Context: an optimization exercise on an open-source flow, tuned for small area and a short achievable clock period. The choices shown serve that exercise and are no tape-out recipe.
The RTL was checked by simulation tests, not by an equivalence proof against the original design.

Setup of build 54:
## data_memory_ctrl
module data_memory_ctrl #(
  parameter int unsigned DATA_W = mem_pkg::DATA_W_DEF,
  parameter int unsigned ADDR_W = mem_pkg::ADDR_W_DEF
) (
  input  logic              clk,
  input  logic              reset,
  input  logic              req_valid,
  output logic              req_ready,
  input  logic              req_write,
  input  logic [ADDR_W-1:0] req_addr,
  input  logic [DATA_W-1:0] req_wdata,
  output logic              rsp_valid,
  input  logic              rsp_ready,
  output logic [DATA_W-1:0] rsp_rdata,
  output logic              busy
);
  localparam int unsigned LO_W = ADDR_W / 2;
  localparam int unsigned HI_W = ADDR_W - LO_W;
  localparam int unsigned NLO  = 2 ** LO_W;
  localparam int unsigned NHI  = 2 ** HI_W;
  localparam int unsigned NPART = 3;
  logic [ADDR_W-1:0] clear_cnt;
  logic              clear_done;
  logic              busy_q;
  logic              ready_idle;
  logic              clearing;
  logic              ready_int;
  logic              rd_fire;
  logic              wr_fire;
  logic              clear_done_nxt;
  logic              rsp_valid_nxt;
  assign clearing  = !clear_done;
  assign ready_int = clear_done && (!rsp_valid || rsp_ready);
  assign rd_fire   = req_valid && ready_int && !req_write;
  assign wr_fire   = req_valid && ready_int && req_write;
  assign busy      = busy_q;
  assign req_ready = !busy_q && (ready_idle || rsp_ready);
  assign clear_done_nxt = !reset && (clear_done || (&clear_cnt));
  assign rsp_valid_nxt  = !reset && (rd_fire || (rsp_valid && !rsp_ready));
  ...
==> flow/config.mk <==
export PLATFORM = sky130hd
export DESIGN_NAME = data_memory_ctrl
export DESIGN_NICKNAME = data_memory_ctrl
export VERILOG_FILES = /design/flow/design.v
export SDC_FILE = /design/flow/constraint.sdc
export NUM_CORES = 4
export LEC_CHECK = 0
export CAP_MARGIN = 20
export CORE_MARGIN = 2
export CORE_UTILIZATION = 40
export SETUP_SLACK_MARGIN = 2.3
export SLEW_MARGIN = 20
export SYNTH_HIERARCHICAL = 1
==> flow/constraint.sdc <==
create_clock -name core_clock -period 5.0 [get_ports {clk}]
set_input_delay 1.0000 -clock core_clock [delete_from_list [all_inputs] [get_ports {clk}]]
set_output_delay 1.0000 -clock core_clock [all_outputs]
set_load 0.01 [all_outputs]
standard.sh (not shown) runs the stock make flow with config.mk's settings and CLKGATE_MAP_FILE= SYNTH_SCRIPT=/design/flow/synth_recipe.tcl, a recipe that flattens the netlist after the stock synthesis.
==> flow/flow/run.sh <==
#!/bin/bash
# Own layout flow: the standard synthesis and layout, with these layout changes:
#  - sizing may swap a cell for any cell of the same function (not only the same
#    footprint), and the port buffers are buf_4 cells;
#  - before global placement, presize.tcl sizes up the memory's word-line gates
#    and the upper levels of its read tree, which drive long wires;
#  - clock tree synthesis inserts no dummy loads and clusters up to 30 sinks per
#    leaf buffer.
# Each step's full output goes to a log file in this folder (ORFS's own per-step
# logs are under orfs/logs/).
set -uo pipefail
W=$(pwd)
bash standard.sh synth > synth.log 2>&1 || exit 1
bash standard.sh finish \
  MATCH_CELL_FOOTPRINT=0 \
  "BUFFER_PORTS_ARGS=-buffer_cell sky130_fd_sc_hd__buf_4" \
  "PRE_GLOBAL_PLACE_TCL=$W/flow/presize.tcl" \
  WORDLINE_CELL=sky130_fd_sc_hd__nor2_2 \
  "CTS_ARGS=-sink_clustering_enable -repair_clock_nets -dont_use_dummy_load -sink_clustering_size 30 -sink_clustering_max_diameter 80" \
  > layout.log 2>&1 || exit 1
Other scripts of this flow, unchanged in this note and not shown: flow/flow/presize.tcl
Input changes introduced in trial 29 (baseline for comparison: build 54):
-- flow/design.v --
<<< build 54, line 21
  assign y = ~(a | b);
endmodule
module mem_array #(
  parameter int unsigned DATA_W = 8,
  parameter int unsigned ADDR_W = 8,
  parameter int unsigned NPART  = 3   
) (
  input  logic                             clk,
>>> trial 29, line 21
  assign y = ~(a | b);
endmodule
module mem_nor3 (
  input  logic a, b, c,
  output logic y
);
  assign y = ~(a | b | c);
endmodule
module mem_array #(
  parameter int unsigned DATA_W = 8,
  parameter int unsigned ADDR_W = 8
) (
  input  logic                             clk,
<<< build 54, line 32
  input  logic [2**(ADDR_W/2)-1:0]         sel_lo_n,  
  input  logic [2**(ADDR_W-ADDR_W/2)-1:0]  sel_hi_n,  
  output logic [DATA_W*NPART-1:0]          rdata_part  
);
  localparam int unsigned NLO   = 2 ** (ADDR_W / 2);
>>> trial 29, line 37
  input  logic [2**(ADDR_W/2)-1:0]         sel_lo_n,  
  input  logic [2**(ADDR_W-ADDR_W/2)-1:0]  sel_hi_n,  
  output logic [DATA_W-1:0]                rdata
);
  localparam int unsigned NLO   = 2 ** (ADDR_W / 2);
<<< build 54, line 178
    mem_nand4 u_l4_1 (.a(r3[4]), .b(r3[5]), .c(r3[6]), .d(r3[7]), .y(r4[1]));
    mem_nand4 u_l4_2 (.a(r3[8]), .b(r3[9]), .c(r3[10]), .d(1'b1), .y(r4[2]));
    assign rdata_part[b*NPART +: NPART] = r4;
  end
endmodule
>>> trial 29, line 183
    mem_nand4 u_l4_1 (.a(r3[4]), .b(r3[5]), .c(r3[6]), .d(r3[7]), .y(r4[1]));
    mem_nand4 u_l4_2 (.a(r3[8]), .b(r3[9]), .c(r3[10]), .d(1'b1), .y(r4[2]));
    logic [0:0] r5;
    mem_nor3 u_l5_0 (.a(r4[0]), .b(r4[1]), .c(r4[2]), .y(r5[0]));
    assign rdata[b] = ~r5[0];
  end
endmodule
<<< build 54, line 201
  localparam int unsigned NLO  = 2 ** LO_W;
  localparam int unsigned NHI  = 2 ** HI_W;
  localparam int unsigned NPART = 3;
  logic [ADDR_W-1:0] clear_cnt;
  logic              clear_done;
>>> trial 29, line 208
  localparam int unsigned NLO  = 2 ** LO_W;
  localparam int unsigned NHI  = 2 ** HI_W;
  logic [ADDR_W-1:0] clear_cnt;
  logic              clear_done;
<<< build 54, line 235
  logic [NHI-1:0]    wen_hi_n;
  logic [DATA_W-1:0] mem_wdata;
  logic [DATA_W*NPART-1:0] mem_rdata_part;
  logic [DATA_W*NPART-1:0] rsp_part;
  always_comb begin
    for (int l = 0; l < NLO; l++) begin
>>> trial 29, line 241
  logic [NHI-1:0]    wen_hi_n;
  logic [DATA_W-1:0] mem_wdata;
  logic [DATA_W-1:0] mem_rdata;
  always_comb begin
    for (int l = 0; l < NLO; l++) begin
<<< build 54, line 250
  mem_array #(
    .DATA_W(DATA_W),
    .ADDR_W(ADDR_W),
    .NPART (NPART)
  ) u_mem (
    .clk     (clk),
>>> trial 29, line 255
  mem_array #(
    .DATA_W(DATA_W),
    .ADDR_W(ADDR_W)
  ) u_mem (
    .clk     (clk),
<<< build 54, line 259
    .sel_lo_n(sel_lo_n),
    .sel_hi_n(sel_hi_n),
    .rdata_part(mem_rdata_part)
  );
  always_ff @(posedge clk) begin
    if (reset) begin
      rsp_part <= '0;
    end else if (rd_fire) begin
      rsp_part <= mem_rdata_part;
    end
  end
  for (genvar b = 0; b < DATA_W; b++) begin : g_rd
    assign rsp_rdata[b] = |rsp_part[b*NPART +: NPART];
  end
endmodule
>>> trial 29, line 263
    .sel_lo_n(sel_lo_n),
    .sel_hi_n(sel_hi_n),
    .rdata   (mem_rdata)
  );
  always_ff @(posedge clk) begin
    if (reset) begin
      rsp_rdata <= '0;
    end else if (rd_fire) begin
      rsp_rdata <= mem_rdata;
    end
  end
endmodule
### Flow results
Going from build 54 to trial 29, design area closely matched the old numbers; number of standard cells in the layout, taps in and fillers out went down by 72; cell depth of the worst setup path picked up an extra 4; area of combinational cells with multiple inputs now sits lower.
Synthesized-area fraction occupied by adder cells: build 54 vs trial 29 — no meaningful difference
Of the two candidates, build 54 has the better remaining max-slew budget at the tightest pin and trial 29 the worse one.
The critical path startpoint comes out req_addr[3] in one run and req_addr[2] in the other, namely in trial 29 and build 54 respectively.
Comparing build 54 and trial 29, the higher netlist area before placement was measured on build 54.
Clock sink count down about 0.8% in trial 29 wrt build 54
Relative to build 54, the total of plain and repair buffers excluding clock buffers of trial 29 is higher by 21%.

## afterwards: timing with drivers on the ports
The results above use ideal ports. As a check the final layouts listed here were re-extracted and re-timed, cells and wires unchanged. Step 1 (the two cells are an assumption about what drives the block):
set clk [get_ports {clk}]
set_driving_cell -lib_cell sky130_fd_sc_hd__clkbuf_16 $clk
set_driving_cell -lib_cell sky130_fd_sc_hd__buf_2 [delete_from_list [all_inputs] $clk]
Step 2 also shifts input and output timing later by t, the mid clock arrival at the registers, as if the neighbouring blocks saw the same clock. a / b / c = ideal / step 1 / step 2; a / b = the first two.
run | t, ns | slack for setup (ns) | worst hold slack (ns)
build 54 | 0.799 | 2.208 / 2.190 / 1.408 | 0.486 / 0.486 / 0.486
trial 29 | 0.801 | 1.892 / 1.901 / 1.099 | 0.463 / 0.463 / 0.463
After both steps every run listed still meets setup and hold. The setup slack of build 54, which loses most, moves by -0.018 ns with the drivers and by -0.800 ns with both steps.
